Source: an optimization exercise on an open RTL-to-GDS flow (aim: small area). Production flows keep margins and buffers that such runs may drop.
RTL that was checked went through simulation tests only; none was proved equivalent to the original.

## job 5670
==> module sidEnvelope, before the edit <==
module sidEnvelope (
  input  logic         clk,
  input  logic         arstN,
  input  logic         clkEn,
  input  logic         gate,
  input  sidPkg::rateT attack,
  input  sidPkg::rateT decay,
  input  sidPkg::rateT sustain,
  input  sidPkg::rateT releaseRate,
  output sidPkg::envT  env
);
  localparam logic [1:0] stRelease = 2'd0;
  localparam logic [1:0] stAttack  = 2'd1;
  localparam logic [1:0] stDecay   = 2'd2;
  localparam logic [1:0] stSustain = 2'd3;
  logic [1:0]  state;
  logic [1:0]  stateNext;
  logic        gateDly;
  logic [15:0] prescale;
  logic [15:0] target;
  logic [3:0]  rate;
  logic        stepNow;
  logic [7:0]  sustainLevel;
  logic        isAttack;
  logic        edgeNow;
  logic        tick;
  logic        envFull;
  logic        envZero;
  logic        atSustain;
  logic        clr;        
  logic        inc;        
  logic        step;       
  logic [7:0]  envStep;    
  logic [16:0] carry;
  logic [8:0]  envCarry;
  assign sustainLevel = {sustain, sustain};
  assign isAttack     = (state == stAttack);
  assign edgeNow      = gate ^ gateDly;
  assign tick         = clkEn & ~edgeNow;
  assign envFull      = &env;
  assign envZero      = ~|env;
  assign atSustain    = (env == sustainLevel);
  always_comb begin
    case (state)
      stAttack: rate = attack;
      stDecay:  rate = decay;
      default:  rate = releaseRate;
    endcase
    target = sidPkg::envStepLast(isAttack, rate);
  end
  assign stepNow = (prescale == target);
  assign envCarry[0] = 1'b1;
  for (genvar k = 0; k < 8; k++) begin : genEnv
    assign envStep[k]    = env[k] ^ envCarry[k];
    assign envCarry[k+1] = envCarry[k] & (env[k] ^ ~isAttack);
  end
  always_comb begin
    stateNext = state;
    clr       = 1'b0;
    inc       = 1'b0;
    step      = 1'b0;
    if (edgeNow) begin
      stateNext = gate ? stAttack : stRelease;
      clr       = 1'b1;
    end else if (clkEn) begin
      case (state)
        stAttack: begin
          if (envFull) begin
            stateNext = stDecay;
          end else if (stepNow) begin
            clr  = 1'b1;
            step = 1'b1;
            if (env == 8'hfe) stateNext = stDecay;
          end else begin
            inc = 1'b1;
          end
        end
        stDecay: begin
          if (atSustain || envZero) begin
            stateNext = stSustain;
            clr       = 1'b1;
          end else if (stepNow) begin
            clr  = 1'b1;
            step = 1'b1;
            if (envStep == sustainLevel) stateNext = stSustain;
          end else begin
            inc = 1'b1;
          end
        end
        stSustain: begin
          clr = 1'b1;
        end
        default: begin
          if (envZero) begin
            clr = 1'b1;
          end else if (stepNow) begin
            clr  = 1'b1;
            step = 1'b1;
          end else begin
            inc = 1'b1;
          end
        end
      endcase
    end
  end
  assign carry[0] = 1'b1;
  for (genvar k = 0; k < 16; k++) begin : genPre
    assign carry[k+1] = carry[k] & prescale[k];
  end
  always_ff @(posedge clk or negedge arstN) begin
    if (!arstN) begin
      state    <= stRelease;
      gateDly  <= 1'b0;
      prescale <= '0;
      env      <= '0;
    end else begin
      gateDly  <= gate;
      state    <= stateNext;
      prescale <= (prescale ^ (carry[15:0] & {16{inc}})) & {16{~clr}};
      if (step) env <= envStep;
    end
  end
endmodule
Settings: LEC_CHECK=0, CAP_MARGIN=20, CORE_MARGIN=2, CORE_UTILIZATION=60, CTS_BUF_LIST=sky130_fd_sc_hd__clkbuf_4, SLEW_MARGIN=20; clock period 9.0 ns.
run.sh (not shown) runs the stock make flow with config.mk's settings and CLKGATE_MAP_FILE= SYNTH_SCRIPT=/design/flow/synth_recipe.tcl, a recipe that flattens the netlist after the stock synthesis.
Here is what was changed in the inputs of job 7343 compared with job 5670.
diff --git a/flow/design.v b/flow/design.v
--- a/flow/design.v
+++ b/flow/design.v
@@ -319,7 +319,7 @@
       endcase
     end
   end
-  assign carry[0] = 1'b1;
+  assign carry[0] = inc;
   for (genvar k = 0; k < 16; k++) begin : genPre
     assign carry[k+1] = carry[k] & prescale[k];
   end
@@ -332,7 +332,7 @@
     end else begin
       gateDly  <= gate;
       state    <= stateNext;
-      prescale <= (prescale ^ (carry[15:0] & {16{inc}})) & {16{~clr}};
+      prescale <= (prescale ^ carry[15:0]) & {16{~clr}};
       if (step) env <= envStep;
     end
   end
Notes after the runs:
The mean instance size in the synthesized netlist in job 7343 sits about 1.8% above the value recorded for job 5670. On area of the die, job 5670 tracks job 7343 almost exactly. Changes observed in job 7343 relative to job 5670: global-route wire length before repair shows a reduction of 1.6%; met2 track demand over resource shows a reduction of 0.24 points; critical path depth shows an increase of 4.0%; final non-filler cell area shows a reduction of 180 um2; sequential share of layout area shows no meaningful change. The final estimated routing congestion in global placement reported for job 7343 is greater than that of job 5670 by 4.6%. | met1 wire length | higher: job 5670 |.
No functional check of the RTL was part of any run of this note.

---

Another version of the RTL of sidTop (not shown whole).
Size: roughly 2,900 cells after synthesis.
==> module sidVoice, before the edit <==
module sidVoice (
  input  logic         clk,
  input  logic         arstN,
  input  logic         clkEn,
  input  sidPkg::freqT freq,
  input  sidPkg::pwT   pulseWidth,
  input  logic [2:0]   waveSel,       
  input  logic         testBit,
  output sidPkg::waveT wave
);
  logic [23:0] acc;
  logic [23:0] accSum;
  logic [15:0] addend;
  logic [16:0] carry;
  logic [23:16] allOnes;    
  logic [11:0] sawWave;
  logic [11:0] triWave;
  logic        pulseBit;
  logic [11:0] mixWave;
  assign addend   = freq & {16{clkEn}};
  assign carry[0] = 1'b0;
  for (genvar k = 0; k < 16; k++) begin : genAdd
    assign accSum[k]  = acc[k] ^ addend[k] ^ carry[k];
    assign carry[k+1] = (acc[k] & addend[k]) | (acc[k] & carry[k]) | (addend[k] & carry[k]);
  end
  assign allOnes[16] = 1'b1;
  for (genvar k = 17; k < 24; k++) begin : genOnes
    assign allOnes[k] = allOnes[k-1] & acc[k-1];
  end
  assign accSum[23:16] = acc[23:16] ^ ({8{carry[16]}} & allOnes[23:16]);
  always_ff @(posedge clk or negedge arstN) begin
    if (!arstN) begin
      acc <= '0;
    end else begin
      acc <= accSum & {24{~testBit}};
    end
  end
  always_comb begin
    sawWave  = acc[23:12];
    triWave  = acc[22:11] ^ {12{acc[23]}};
    pulseBit = (acc[23:12] >= pulseWidth);
    mixWave  = (triWave | {12{~waveSel[0]}}) &
               (sawWave | {12{~waveSel[1]}}) &
               {12{pulseBit | ~waveSel[2]}} &
               {12{|waveSel}};
  end
  always_ff @(posedge clk or negedge arstN) begin
    if (!arstN) begin
      wave <= '0;
    end else begin
      wave <= mixWave;
    end
  end
endmodule
==> flow/config.mk <==
export PLATFORM = sky130hd
export DESIGN_NAME = sidTop
export DESIGN_NICKNAME = sidTop
export VERILOG_FILES = /design/flow/design.v
export SDC_FILE = /design/flow/constraint.sdc
export NUM_CORES = 4
export LEC_CHECK = 0
export CAP_MARGIN = 20
export CORE_MARGIN = 2
export CORE_UTILIZATION = 60
export CTS_BUF_LIST = sky130_fd_sc_hd__clkbuf_4
export GPL_TIMING_DRIVEN = 0
export SLEW_MARGIN = 20
==> flow/constraint.sdc <==
create_clock -name core_clock -period 9.0 [get_ports {clk}]
set_input_delay 1.8000 -clock core_clock [delete_from_list [all_inputs] [get_ports {clk}]]
set_output_delay 1.8000 -clock core_clock [all_outputs]
set_load 0.01 [all_outputs]
standard.sh (not shown) runs the stock make flow with config.mk's settings and CLKGATE_MAP_FILE= SYNTH_SCRIPT=/design/flow/synth_recipe.tcl, a recipe that flattens the netlist after the stock synthesis.
==> flow/flow/run.sh <==
#!/bin/bash
# Own layout flow:
#  1. the standard synthesis (standard.sh), unchanged;
#  2. its combinational logic re-mapped for area with ABC (flow/remap.ys);
#     registers, full adders and tie cells are kept as they are;
#  3. a polarity clean-up (flow/faflip.py): full adders and simple gates
#     built in whichever polarity leaves the fewest inverters; then steps 2
#     and 3 once more;
#  4. the standard layout from floorplan on, with clock tree synthesis told
#     not to add dummy loads.
set -euo pipefail
R=$PWD/orfs/results/$FLOW_PLATFORM/sidTop/base
LIB=$FLOW_HOME/platforms/$FLOW_PLATFORM/lib/sky130_fd_sc_hd__tt_025C_1v80.lib
YOSYS=$FLOW_HOME/../tools/install/yosys/bin/yosys
[[ -x $YOSYS ]] || YOSYS=yosys
PERIOD_PS=$(python3 -c "print(int(round(float('$FLOW_PERIOD_NS') * 1000)))")

bash standard.sh "$R/1_2_yosys.v" > synth.log 2>&1
cp "$R/1_2_yosys.v" "$R/1_2_yosys_std.v"

printf 'set_driving_cell sky130_fd_sc_hd__buf_1\nset_load 5\n' > remap.constr
KEEP=$(grep -oE "sky130_fd_sc_hd__(df|fa_|conb|edf|sdf|dl)[A-Za-z0-9_]*" "$R/1_2_yosys_std.v" | sort -u | tr '\n' ' ')
# the platform's don't-use cells (low-power and probe cells) stay out of the mapping
DONTUSE=$(grep -oE 'cell \("?sky130_fd_sc_hd__(lpflow|probe)[A-Za-z0-9_]*' "$LIB" | sed -E 's/cell \("?/-dont_use /' | sort -u | tr '\n' ' ')
sed -e "s|{LIB}|$LIB|g" -e "s|{DONTUSE}|$DONTUSE|" -e "s|{KEEP}|$KEEP|" -e "s|{IN}|$R/1_2_yosys_std.v|" \
    -e "s|{TOP}|$FLOW_TOP|" -e "s|{SCRIPT}|$PWD/flow/area.abc|" -e "s|{CONSTR}|$PWD/remap.constr|" \
    -e "s|{PERIOD_PS}|$PERIOD_PS|" -e "s|{OUT}|$R/1_2_yosys_remap.v|" -e "s|{STAT}|$PWD/remap_stat.txt|" \
    flow/remap.ys > remap.ys
$YOSYS -q -l remap.log -s remap.ys > remap.out 2>&1

python3 flow/faflip.py "$LIB" "$R/1_2_yosys_remap.v" "$R/1_2_yosys_flip.v" > faflip.log 2>&1

# a second round: ABC again around the re-polarised adders, then the clean-up
sed -e "s|{LIB}|$LIB|g" -e "s|{DONTUSE}|$DONTUSE|" -e "s|{KEEP}|$KEEP|" -e "s|{IN}|$R/1_2_yosys_flip.v|" \
    -e "s|{TOP}|$FLOW_TOP|" -e "s|{SCRIPT}|$PWD/flow/area.abc|" -e "s|{CONSTR}|$PWD/remap.constr|" \
    -e "s|{PERIOD_PS}|$PERIOD_PS|" -e "s|{OUT}|$R/1_2_yosys_remap2.v|" -e "s|{STAT}|$PWD/remap2_stat.txt|" \
    flow/remap.ys > remap2.ys
$YOSYS -q -l remap2.log -s remap2.ys > remap2.out 2>&1
python3 flow/faflip.py "$LIB" "$R/1_2_yosys_remap2.v" "$R/1_2_yosys_flip2.v" > faflip2.log 2>&1
cp "$R/1_2_yosys_flip2.v" "$R/1_2_yosys.v"

CTS="-sink_clustering_enable -repair_clock_nets -dont_use_dummy_load -buf_list sky130_fd_sc_hd__clkbuf_8 -sink_clustering_size 16 -sink_clustering_max_diameter 50"
bash standard.sh "CTS_ARGS=$CTS" finish > layout.log 2>&1
Other scripts of this flow, unchanged in this note and not shown: flow/flow/area.abc, flow/flow/faflip.py, flow/flow/libinfo.py, flow/flow/remap.ys
Rerun with:
--- a/flow/design.v
+++ b/flow/design.v
@@ -172,5 +172,5 @@
   logic [23:0] acc;
   logic [23:0] accSum;
-  logic [15:0] addend;
+  logic [15:0] lowSum;      
   logic [16:0] carry;
   logic [23:16] allOnes;    
@@ -179,15 +179,15 @@
   logic        pulseBit;
   logic [11:0] mixWave;
-  assign addend   = freq & {16{clkEn}};
   assign carry[0] = 1'b0;
   for (genvar k = 0; k < 16; k++) begin : genAdd
-    assign accSum[k]  = acc[k] ^ addend[k] ^ carry[k];
-    assign carry[k+1] = (acc[k] & addend[k]) | (acc[k] & carry[k]) | (addend[k] & carry[k]);
+    assign lowSum[k]  = acc[k] ^ freq[k] ^ carry[k];
+    assign carry[k+1] = (acc[k] & freq[k]) | (acc[k] & carry[k]) | (freq[k] & carry[k]);
   end
+  assign accSum[15:0] = clkEn ? lowSum : acc[15:0];
   assign allOnes[16] = 1'b1;
   for (genvar k = 17; k < 24; k++) begin : genOnes
     assign allOnes[k] = allOnes[k-1] & acc[k-1];
   end
-  assign accSum[23:16] = acc[23:16] ^ ({8{carry[16]}} & allOnes[23:16]);
+  assign accSum[23:16] = acc[23:16] ^ ({8{carry[16] & clkEn}} & allOnes[23:16]);
   always_ff @(posedge clk or negedge arstN) begin
     if (!arstN) begin
After rerunning: Die area rose by 0.87%. Wire length rose by 0.92%. Final cell count fell by 0.62%. Non-clock buffer count fell by 13. Cell area stays flat. Synthesized cell count fell by 0.77%. Worst hold slack got worse by 13 ps. Setup slack improved by 67 ps. Area after synthesis rose by 0.88%. Via count rose by 0.50%.
No functional check of the RTL was part of the second run of this note.

## what the ideal ports hide
How much do the figures lean on ideal ports? The routed layouts below were timed once more, with nothing changed but the port constraints. Step 1 assumes that a clkbuf_16 drives the clock port and a buf_2 every other input. Step 2 adds t to the input delays and takes it off the output delays; t is the mean of the earliest and latest rising clock arrival at the registers after step 1. Input paths then give back, and output paths get back, about the clock's delay inside the block. Slacks: no drivers / after step 1 / after step 2; pairs: no drivers / after step 1.
run	t, ns	slack for setup (ns)	hold WS [ns]	clock arrival spread, ns	worst slew at a driven data input, ns
job 5670	0.909	0.604 / 0.623 / -0.286	0.345 / 0.345 / 0.345	0.077 / 0.077	0.06
job 7343	0.933	0.647 / 0.680 / -0.254	0.317 / 0.317 / 0.317	0.071 / 0.071	0.06
the first run of note 2	0.673	0.314 / 0.321 / -0.353	0.346 / 0.346 / 0.346	0.081 / 0.081	0.05
the second run of note 2	0.665	0.380 / 0.416 / -0.250	0.333 / 0.333 / 0.333	0.135 / 0.135	0.05
Met with ideal ports but missed after step 2: setup timing in every run listed. For job 7343, which loses most, drivers alone change the setup slack by +0.033 ns; drivers and shift together by -0.901 ns.
